What follows belongs to an exercise in optimizing a design on an open flow for small area, a short achievable clock period and few clock cycles per item; a production flow would make more cautious choices.
Function was checked by simulation only, so behaviour that the tests miss may differ from the original.

Design cordic_iter, start of the top module:
module cordic_iter (
  input  logic        i_clk,
  input  logic        i_rst,
  input  logic        i_valid,
  output logic        o_ready,
  input  logic        i_mode,
  input  logic [23:0] i_x,
  input  logic [23:0] i_y,
  input  logic [23:0] i_theta,
  output logic        o_valid,
  input  logic        i_ready,
  output logic [23:0] o_a,
  output logic [23:0] o_b,
  output logic [23:0] o_z
);
Size in the first run: roughly 7,600 cells after synthesis, about 1,200 flip-flops, ~150 I/O pins, roughly 85,000 um2 of cells after synthesis.
Settings: LEC_CHECK=0, CAP_MARGIN=20, CORE_MARGIN=2, CORE_UTILIZATION=55, CTS_BUF_LIST=sky130_fd_sc_hd__clkbuf_4 sky130_fd_sc_hd__clkbuf_8, PLACE_DENSITY=0.68, SLEW_MARGIN=20; clock period 10.0 ns.
standard.sh (not shown) runs the stock make flow with config.mk's settings and CLKGATE_MAP_FILE= SYNTH_SCRIPT=/design/flow/synth_recipe.tcl, a recipe that flattens the netlist after the stock synthesis.
==> flow/flow/run.sh <==
#!/bin/bash
# Standard layout, with repair_timing asked to leave more setup slack than the
# 10 ns clock needs, so the achieved period comes out shorter.
set -euo pipefail
export SETUP_SLACK_MARGIN=${MARGIN:-6.6}
bash standard.sh > standard_flow.log 2>&1
Testbench counts at the start, summed over its fixed seeds: cycles 1,424, items 1,280.
Next try:
--- a/flow/flow/run.sh
+++ b/flow/flow/run.sh
@@ -5 +5 @@
-export SETUP_SLACK_MARGIN=${MARGIN:-6.6}
+export SETUP_SLACK_MARGIN=${MARGIN:-5.95}
Effect: The new run went through all stages and came out clean. Cell count is lower by 2.7%. Critical path depth is higher by 6.
Next try:
--- a/flow/flow/run.sh
+++ b/flow/flow/run.sh
@@ -5 +5 @@
-export SETUP_SLACK_MARGIN=${MARGIN:-5.95}
+export SETUP_SLACK_MARGIN=${MARGIN:-6.4}
=> Routed wire length rose by 3.7%. Sequential share of layout area went down by 0.99 points. Setup slack is better by 0.20 ns. Final cell count went up by about 1.2%. Utilization came out higher by 1.7 points. Design area rose by 2.7%. Non-clock buffer count came out higher by 123. Synthesized cell count is unchanged. Die area is unchanged. Critical path depth falls by 6.
Next try:
--- a/flow/flow/run.sh
+++ b/flow/flow/run.sh
@@ -5 +5 @@
-export SETUP_SLACK_MARGIN=${MARGIN:-6.4}
+export SETUP_SLACK_MARGIN=${MARGIN:-5.8}
After rerunning: The changed run ran to the end with no violations; core utilization shrinks by 2.4 points; via count shrinks by 2.6%; count of clock-buffer cells in the layout is unchanged; worst setup slack loses 0.33 ns; synthesized area stays the same; flip-flop and latch count is unchanged.
Next try:
--- a/flow/flow/run.sh
+++ b/flow/flow/run.sh
@@ -5 +5 @@
-export SETUP_SLACK_MARGIN=${MARGIN:-5.8}
+export SETUP_SLACK_MARGIN=${MARGIN:-6.1}
=> The changed run passed the timing, DRC and antenna checks. Wire length rises by 2.4%. Area after synthesis is unchanged. Via count rises by about 1.3%. Utilization rises by 0.93 points. Worst hold slack improves by 0.0045 ns. Design area rises by about 1.5%.
Next try:
--- a/flow/flow/run.sh
+++ b/flow/flow/run.sh
@@ -5 +5 @@
-export SETUP_SLACK_MARGIN=${MARGIN:-6.1}
+export SETUP_SLACK_MARGIN=${MARGIN:-6.25}
- CORE_UTILIZATION: 55 -> 50
- PLACE_DENSITY: 0.68 -> 0.65
Result: The new run completed without violations; final area climbs by 2.2%; cell count increases by about 2.6%; global-route usage went down by 1.8 points.


Another version of the RTL of cordic_iter (not shown whole).
For scale: roughly 9,500 cells after synthesis, about 1,400 flip-flops, roughly 150 I/O pins, roughly 0.10 mm² of cells after synthesis.
## cordic_iter
module cordic_iter (
  input  logic        i_clk,
  input  logic        i_rst,
  input  logic        i_valid,
  output logic        o_ready,
  input  logic        i_mode,
  input  logic [23:0] i_x,
  input  logic [23:0] i_y,
  input  logic [23:0] i_theta,
  output logic        o_valid,
  input  logic        i_ready,
  output logic [23:0] o_a,
  output logic [23:0] o_b,
  output logic [23:0] o_z
);
Settings: LEC_CHECK=0, CAP_MARGIN=20, CORE_MARGIN=2, CORE_UTILIZATION=40, SLEW_MARGIN=20; clock period 10.0 ns.
run.sh (not shown) runs the stock make flow with config.mk's settings and CLKGATE_MAP_FILE= SYNTH_SCRIPT=/design/flow/synth_recipe.tcl, a recipe that flattens the netlist after the stock synthesis.
Stock flow here: none of the scripts above is used.
Testbench counts at the start, summed over its fixed seeds: cycles 1,440, items 1,280.
Change:
==> flow/flow/run.sh (new file) <==
#!/bin/bash
# Standard layout, with repair_timing asked to leave more setup slack than the
# 10 ns clock needs, so the achieved period comes out shorter.
set -euo pipefail
export SETUP_SLACK_MARGIN=${MARGIN:-6.3}
bash standard.sh > standard_flow.log 2>&1
==> flow/standard.sh (new file) <==
#!/bin/bash
# synth_recipe.tcl (not shown) runs the flow's synth.tcl, then flattens the netlist and writes it again
# the make line also repeats each setting of config.mk as NAME=value (left out here)
make -C /OpenROAD-flow-scripts/flow DESIGN_CONFIG=/design/flow/config.mk WORK_HOME=/design/flow/orfs CLKGATE_MAP_FILE= SYNTH_SCRIPT=/design/flow/synth_recipe.tcl "${@:-finish}"
removed: flow/run.sh
Outcome: The changed run completed with no timing, DRC or antenna violations. Global-route usage barely changes. Routed wire length is higher by 2.1%. Synthesized area stays the same. Core utilization is higher by 0.58 points.


cordic_iter, a different RTL version from the one above (not shown whole).
For scale: roughly 7,700 cells after synthesis, roughly 1,300 flip-flops.
export LEC_CHECK = 0
export CAP_MARGIN = 20
export CORE_MARGIN = 2
export CORE_UTILIZATION = 40
export SLEW_MARGIN = 20
create_clock -name core_clock -period 10.0 [get_ports {i_clk}]
standard.sh (not shown) runs the stock make flow with config.mk's settings and CLKGATE_MAP_FILE= SYNTH_SCRIPT=/design/flow/synth_recipe.tcl, a recipe that flattens the netlist after the stock synthesis.
==> flow/flow/run.sh <==
#!/bin/bash
# Standard layout, with repair_timing asked to leave more setup slack than the
# 10 ns clock needs, so the achieved period comes out shorter.
set -euo pipefail
export SETUP_SLACK_MARGIN=${MARGIN:-6.5}
bash standard.sh > standard_flow.log 2>&1
Testbench counts at the start, summed over its fixed seeds: cycles 1,424, items 1,280.
Then changed:
==> flow/run.sh (new file) <==
#!/bin/bash
# synth_recipe.tcl (not shown) runs the flow's synth.tcl, then flattens the netlist and writes it again
# the make line also repeats each setting of config.mk as NAME=value (left out here)
make -C /OpenROAD-flow-scripts/flow DESIGN_CONFIG=/design/flow/config.mk WORK_HOME=/design/flow/orfs CLKGATE_MAP_FILE= SYNTH_SCRIPT=/design/flow/synth_recipe.tcl finish
removed: flow/flow/run.sh
removed: flow/standard.sh
Outcome: Flip-flop and latch count is unchanged; synthesized area does not change; utilization went down by 5.0 points; sequential share of layout area grows by 3.8 points.

==> port drivers added, routing unchanged <==
The flow's constraints put no driver on any port. The routed layouts listed below were extracted and timed again, unchanged, in two steps. Step 1, drivers: a clkbuf_16 drives i_clk and a buf_2 each remaining input, both assumed. Step 2 times the ports against the registers' clock, not the clock port: input delays grow and output delays shrink by t, the midpoint of the rising clock arrivals with the driver on. Three values: ideal ports, drivers, drivers and shift; two values: the first two.
| run | t (ns) | setup slack, ns | latest minus earliest clock arrival (ns) | worst register clock-pin slew, ns | worst data-port slew with drivers (ns) |
|---|---|---|---|---|---|
| the first run of note 1 | 1.012 | 6.091 / 6.091 / 5.260 | 0.049 / 0.050 | 0.08 / 0.08 | 0.07 |
| the second run of note 1 | 1.000 | 5.886 / 5.886 / 5.071 | 0.051 / 0.051 | 0.08 / 0.08 | 0.07 |
| the third run of note 1 | 1.008 | 6.082 / 6.082 / 5.260 | 0.056 / 0.056 | 0.08 / 0.08 | 0.07 |
| the fourth run of note 1 | 1.003 | 5.751 / 5.751 / 4.896 | 0.051 / 0.051 | 0.08 / 0.08 | 0.07 |
| the fifth run of note 1 | 1.014 | 6.051 / 6.051 / 5.226 | 0.054 / 0.054 | 0.08 / 0.08 | 0.07 |
| the sixth run of note 1 | 1.019 | 5.967 / 5.967 / 5.248 | 0.064 / 0.064 | 0.08 / 0.08 | 0.08 |
| the first run of note 2 | 0.885 | 5.419 / 5.419 / 5.419 | 0.087 / 0.087 | 0.07 / 0.07 | 0.07 |
| the second run of note 2 | 0.887 | 6.193 / 6.193 / 6.193 | 0.089 / 0.089 | 0.06 / 0.06 | 0.07 |
| the first run of note 3 | 0.884 | 5.534 / 5.534 / 5.534 | 0.045 / 0.044 | 0.07 / 0.07 | 0.07 |
| the second run of note 3 | 0.875 | 3.994 / 3.994 / 3.994 | 0.043 / 0.044 | 0.06 / 0.06 | 0.07 |
After both steps setup and hold are still met in every run listed. The setup slack of the fourth run of note 1, which loses most, moves by 0.000 ns with the drivers and by -0.855 ns with both steps.
